This design comes from an exercise in tuning for small area and few clock cycles per item on the open sky130 flow, not from production work. Where RTL was checked, it was by simulation tests only, not by an equivalence proof against the original. No driver is modelled on the clock port, so clocking that relies on it looks cheaper here than on a real chip.

Setup of v49:
## waterfall_level_to_rgb_core
module waterfall_level_to_rgb_core (
  input  wire logic                        clk,
  input  wire logic                        rst_n,
  input  wire logic                        in_valid,
  output logic                             in_ready,
  input  wire logic [wfc_pkg::LVL_W-1:0]   in_level,
  output logic                             out_valid,
  input  wire logic                        out_ready,
  output logic      [wfc_pkg::COL_W-1:0]   out_red,
  output logic      [wfc_pkg::COL_W-1:0]   out_green,
  output logic      [wfc_pkg::COL_W-1:0]   out_blue,
  input  wire logic                        psel,
  input  wire logic                        penable,
  input  wire logic                        pwrite,
  input  wire logic [wfc_pkg::APB_AW-1:0]  paddr,
  input  wire logic [wfc_pkg::APB_DW-1:0]  pwdata,
  output logic      [wfc_pkg::APB_DW-1:0]  prdata,
  output logic                             pready
);
Size in the first run: roughly 3600 cells after synthesis, about 120 I/O pins, roughly 25000 um2 of cells after synthesis.
export LEC_CHECK = 0
export ABC_AREA = 1
export CAP_MARGIN = 0
export CORE_MARGIN = 2
export CORE_UTILIZATION = 40
export SLEW_MARGIN = 0
create_clock -name core_clock -period 5.0 [get_ports {clk}]
standard.sh (not shown) runs the stock make flow with config.mk's settings and CLKGATE_MAP_FILE= SYNTH_SCRIPT=/design/flow/synth_recipe.tcl, a recipe that flattens the netlist after the stock synthesis.
==> flow/flow/run.sh <==
#!/bin/bash
# Standard layout, with the port buffers made from the smallest buffer cell
# instead of the default clkdlybuf4s50_1, no gate cloning in timing repair, and
# power recovery (downsizing gates on paths with positive slack) after global
# routing. Everything else is the standard flow (standard synthesis
# included). The make output goes to a log here; ORFS keeps each step's log.
set -euo pipefail
export BUFFER_PORTS_ARGS="-buffer_cell sky130_fd_sc_hd__buf_1"
export SKIP_GATE_CLONING=1
export RECOVER_POWER=100
bash standard.sh > flow_make.log 2>&1
Testbench counts of v49, summed over its fixed seeds: cycles 16,288, items 16,000.
--- input diff v49..v18 ---
Settings: swapping 0 for 20 in SLEW_MARGIN; swapping 0 for 20 in CAP_MARGIN.
==> flow/flow/run.sh <==
#!/bin/bash
# Standard layout, with the port buffers made from the smallest buffer cell
# instead of the default clkdlybuf4s50_1, smaller clock-tree buffers after CTS
# at the leaves (flow/post_cts.tcl), no gate cloning in timing repair, and power recovery
# (downsizing gates on paths with positive slack) after global routing.
# Everything else is the standard flow (standard synthesis included). The
# make output goes to a log here; ORFS keeps each step's log.
set -euo pipefail
export BUFFER_PORTS_ARGS="-buffer_cell sky130_fd_sc_hd__buf_1"
export SKIP_GATE_CLONING=1
export RECOVER_POWER=100
export POST_CTS_TCL="$PWD/flow/post_cts.tcl"
bash standard.sh > flow_make.log 2>&1
==> flow/flow/post_cts.tcl (new file) <==
set n 0
foreach inst [get_cells clkbuf_leaf_* -filter "ref_name == sky130_fd_sc_hd__clkbuf_16"] {
  replace_cell $inst sky130_fd_sc_hd__clkbuf_8
  incr n
}
foreach inst [get_cells clkload* -filter "ref_name == sky130_fd_sc_hd__clkbuf_16"] {
  replace_cell $inst sky130_fd_sc_hd__clkbuf_1
  incr n
}
foreach inst [get_cells clkload* -filter "ref_name == sky130_fd_sc_hd__clkbuf_8"] {
  replace_cell $inst sky130_fd_sc_hd__clkbuf_1
  incr n
}
puts "post_cts: resized $n clock tree cells"
estimate_parasitics -placement
report_clock_skew
report_worst_slack -max
report_worst_slack -min
### Flow results
- Delta (v18 minus v49): count of vias placed by the detailed router now sits at about the same level, fraction of area in clock buffers and inverters now sits lower, count of mapped cells out of synthesis now sits at about the same level.
- Looking at hold slack across v49 and v18, the one that comes out lower is v49.
- v18: all stages complete, timing, DRC and antenna checks passed
- The final layout from v49, which completed every stage, passed the timing, design-rule and antenna checks at the end of the flow.
- On actual transition at the worst max-transition pin, v49 and v18 are neck and neck.
- v18 vs. v49: sequential share of layout area went up by 0.46 points.
[inputs] v57 vs v18
==> flow/flow/run.sh <==
#!/bin/bash
# Standard layout, with the port buffers made from the smallest buffer cell
# instead of the default clkdlybuf4s50_1, no gate cloning in timing repair, and
# power recovery (downsizing gates on paths with positive slack) after global
# routing. Everything else is the standard flow (standard synthesis
# included). The make output goes to a log here; ORFS keeps each step's log.
set -euo pipefail
export BUFFER_PORTS_ARGS="-buffer_cell sky130_fd_sc_hd__buf_1"
export SKIP_GATE_CLONING=1
export RECOVER_POWER=100
bash standard.sh > flow_make.log 2>&1
removed: flow/flow/post_cts.tcl
[summary]
Looking at critical-path maximum fanout, v57 sits 2 lower than v18 does.
The global-route usage on v57 is in line with that on v18.
| share of the core filled with cells | v57 vs v18 | 0.75 points higher |
Setup changes, v57 to v25
==> flow/flow/run.sh <==
#!/bin/bash
# Standard layout, with the port buffers made from the smallest buffer cell
# instead of the default clkdlybuf4s50_1. Everything else is the standard
# flow (standard synthesis included). Each tool's output goes to a log here.
set -euo pipefail
export BUFFER_PORTS_ARGS="-buffer_cell sky130_fd_sc_hd__buf_1"
bash standard.sh > flow_make.log 2>&1
--- outcome ---
- Changes observed in v25 relative to v57: cell count shows an increase of 0.44%; met1 routing resource usage after global routing shows no meaningful change.
- For v57, the startpoint of the most critical setup path was u_div.dn_r[0]$_DFF_P_, unlike v25, where it was u_div.g_row[4].g_reg.rem_q[0]$_DFFE_PP_.
--- input diff v25..v59 ---
==> flow/run.sh (new file) <==
#!/bin/bash
# synth_recipe.tcl (not shown) runs the flow's synth.tcl, then flattens the netlist and writes it again
# the make line also repeats each setting of config.mk as NAME=value (left out here)
make -C /OpenROAD-flow-scripts/flow DESIGN_CONFIG=/design/flow/config.mk WORK_HOME=/design/flow/orfs CLKGATE_MAP_FILE= SYNTH_SCRIPT=/design/flow/synth_recipe.tcl finish
removed: flow/flow/run.sh
removed: flow/standard.sh
Notes after the runs:
In summary, v59 completed successfully, with a layout that passed the timing, design-rule and antenna checks.
As far as layout multi-input combinational cell count is concerned, v59 and v25 perform about the same.
v59 does worse than v25 on finished layout cell area.
Summary: with v25 as the reference, upper clock frequency limit in v59 moved down slightly.
Going from v25 to v59, the fraction of standard cell area that is sequential was found to have gone down by 0.73 points.
### v59 -> v56
Settings: setting GPL_ROUTABILITY_DRIVEN to 0 for the first time.
==> results.txt <==
Per the final summary, v56 finished and its layout is clean on timing, DRC and antenna.
Reported for v56 and v59, overall die area turned out identical to the last digit.
Comparing v59 with v56, the sequential share of layout area came out essentially unchanged.
Reported for v56 and v59, synthesized-area fraction occupied by ao, oa, aoi and oai cells turned out identical to the last digit.
Re fmax: no difference whatsoever between v56 and v59.
Reported for v56 and v59, post-CTS setup-driven buffer insertion count turned out identical to the last digit.

---

Another version of the RTL of waterfall_level_to_rgb_core (not shown whole).
Size: roughly 270 flip-flops, roughly 120 I/O pins, about 25000 sq um of cells after synthesis.
==> flow/design.v (excerpt) <==
module waterfall_level_to_rgb_core (
  input  wire logic                        clk,
  input  wire logic                        rst_n,
  input  wire logic                        in_valid,
  output logic                             in_ready,
  input  wire logic [wfc_pkg::LVL_W-1:0]   in_level,
  output logic                             out_valid,
  input  wire logic                        out_ready,
  output logic      [wfc_pkg::COL_W-1:0]   out_red,
  output logic      [wfc_pkg::COL_W-1:0]   out_green,
  output logic      [wfc_pkg::COL_W-1:0]   out_blue,
  input  wire logic                        psel,
  input  wire logic                        penable,
  input  wire logic                        pwrite,
  input  wire logic [wfc_pkg::APB_AW-1:0]  paddr,
  input  wire logic [wfc_pkg::APB_DW-1:0]  pwdata,
  output logic      [wfc_pkg::APB_DW-1:0]  prdata,
  output logic                             pready
);
  logic signed [wfc_pkg::LVL_W-1:0] low_level;
  logic signed [wfc_pkg::LVL_W-1:0] high_level;
  logic                             pipe_en;
  logic [3:0]                       seg;
  logic [15:0]                      x;
  wfc_apb_regs u_regs (
    .clk        (clk),
    .rst_n      (rst_n),
    .psel       (psel),
    .penable    (penable),
    .pwrite     (pwrite),
    .paddr      (paddr),
    .pwdata     (pwdata),
    .prdata     (prdata),
    .pready     (pready),
  ...
==> flow/config.mk <==
export PLATFORM = sky130hd
export DESIGN_NAME = waterfall_level_to_rgb_core
export DESIGN_NICKNAME = waterfall_level_to_rgb_core
export VERILOG_FILES = /design/flow/design.v
export SDC_FILE = /design/flow/constraint.sdc
export NUM_CORES = 4
export LEC_CHECK = 0
export ABC_AREA = 1
export CAP_MARGIN = 20
export CORE_MARGIN = 2
export CORE_UTILIZATION = 40
export CTS_BUF_LIST = sky130_fd_sc_hd__clkbuf_8
export SLEW_MARGIN = 20
==> flow/constraint.sdc <==
create_clock -name core_clock -period 5.0 [get_ports {clk}]
set_input_delay 1.0000 -clock core_clock [delete_from_list [all_inputs] [get_ports {clk}]]
set_output_delay 1.0000 -clock core_clock [all_outputs]
set_load 0.01 [all_outputs]
run.sh (not shown) runs the stock make flow with config.mk's settings and CLKGATE_MAP_FILE= SYNTH_SCRIPT=/design/flow/synth_recipe.tcl, a recipe that flattens the netlist after the stock synthesis.
Stock flow here: none of the scripts above is used.
Testbench counts at the start, summed over its fixed seeds: cycles 16,288, items 16,000.
Change:
- CTS_BUF_LIST: sky130_fd_sc_hd__clkbuf_8 -> default
Result: First-iteration DRC count grows by about 9%; wire length rises by about 1.3%; final area stays the same; die area stays the same; sequential share of layout area hardly moves; maximum frequency rose by about 2%.
Change:
- CTS_CLUSTER_DIAMETER: default -> 80
- CTS_CLUSTER_SIZE: default -> 25
=> Utilization went up by 0.47 points. Die area stays the same. Non-clock buffer count went up by 26. Final area went up by about 0.9%. Worst setup slack got worse by 0.039 ns. Maximum frequency went down by 0.82%.

---

== run 1 ==
waterfall_level_to_rgb_core, a different RTL version from the one above (not shown whole).
Size: roughly 220 flip-flops, ~22,000 µm² of cells after synthesis.
Settings: LEC_CHECK=0, ABC_AREA=1, CAP_MARGIN=20, CORE_MARGIN=2, CORE_UTILIZATION=40, GPL_TIMING_DRIVEN=0, SLEW_MARGIN=20; clock period 5.0 ns.
To summarise run 1: no stage aborted, but the layout did not pass its checks, failing on negative setup slack.
#### Input delta (run 2 over run 1)
Settings: GPL_TIMING_DRIVEN no longer set, was 0.
On multi-input combinational gate total, run 2 and run 1 are basically level.
Run 2: all stages done; final checks FAILED (negative setup slack).
Diff run 1 -> run 2: wire length shows a reduction of 19%.
Function was not checked in any run of this note: the RTL went through the layout flow alone.

## afterwards: timing with drivers on the ports
The results above use ideal ports. As a check the final layouts listed here were re-extracted and re-timed, cells and wires unchanged.
Step 1 sets driving cells, clkbuf_16 on the clock port and buf_2 on the other inputs (assumed; they add their load-dependent delay and slew).
Step 2, shift: input delay + t, output delay - t, t = (earliest + latest rising clock arrival at the registers) / 2. This alone moves slack from input paths to output paths.
Slacks: ideal / step 1 / step 2; pairs: ideal / step 1.
| run | t, ns | setup slack, ns | worst setup path after step 2 | latest minus earliest clock arrival (ns) | worst data-port slew with drivers (ns) |
|---|---|---|---|---|---|
| v49 | 0.605 | 0.336 / 0.336 / 0.336 | register to register | 0.020 / 0.019 | 0.05 |
| v18 | 0.583 | 0.371 / 0.371 / 0.371 | register to register | 0.024 / 0.025 | 0.05 |
| v57 | 0.605 | 0.336 / 0.336 / 0.336 | register to register | 0.020 / 0.019 | 0.05 |
| v25 | 0.609 | 0.322 / 0.322 / 0.322 | register to register | 0.023 / 0.024 | 0.05 |
| v59 | 0.604 | 0.265 / 0.208 / 0.185 | input to register | 0.018 / 0.018 | 0.06 |
| v56 | 0.604 | 0.265 / 0.208 / 0.185 | input to register | 0.018 / 0.018 | 0.06 |
| the first run of note 2 | 0.710 | 0.130 / 0.130 / -0.137 | input to register | 0.052 / 0.052 | 0.05 |
| the second run of note 2 | 0.599 | 0.230 / 0.188 / -0.161 | input to register | 0.024 / 0.023 | 0.05 |
| the third run of note 2 | 0.639 | 0.191 / 0.189 / -0.122 | input to register | 0.036 / 0.035 | 0.05 |
| run 1 | 0.632 | -1.259 / -1.259 / -1.259 | register to register | 0.016 / 0.016 | 0.04 |
| run 2 | 0.625 | -1.079 / -1.079 / -1.079 | register to register | 0.026 / 0.026 | 0.04 |
With both steps, setup timing fails in the first run of note 2, the second run of note 2 and the third run of note 2, where it was met with ideal ports. The setup slack of the second run of note 2, which loses most, moves by -0.042 ns with the drivers and by -0.391 ns with both steps.
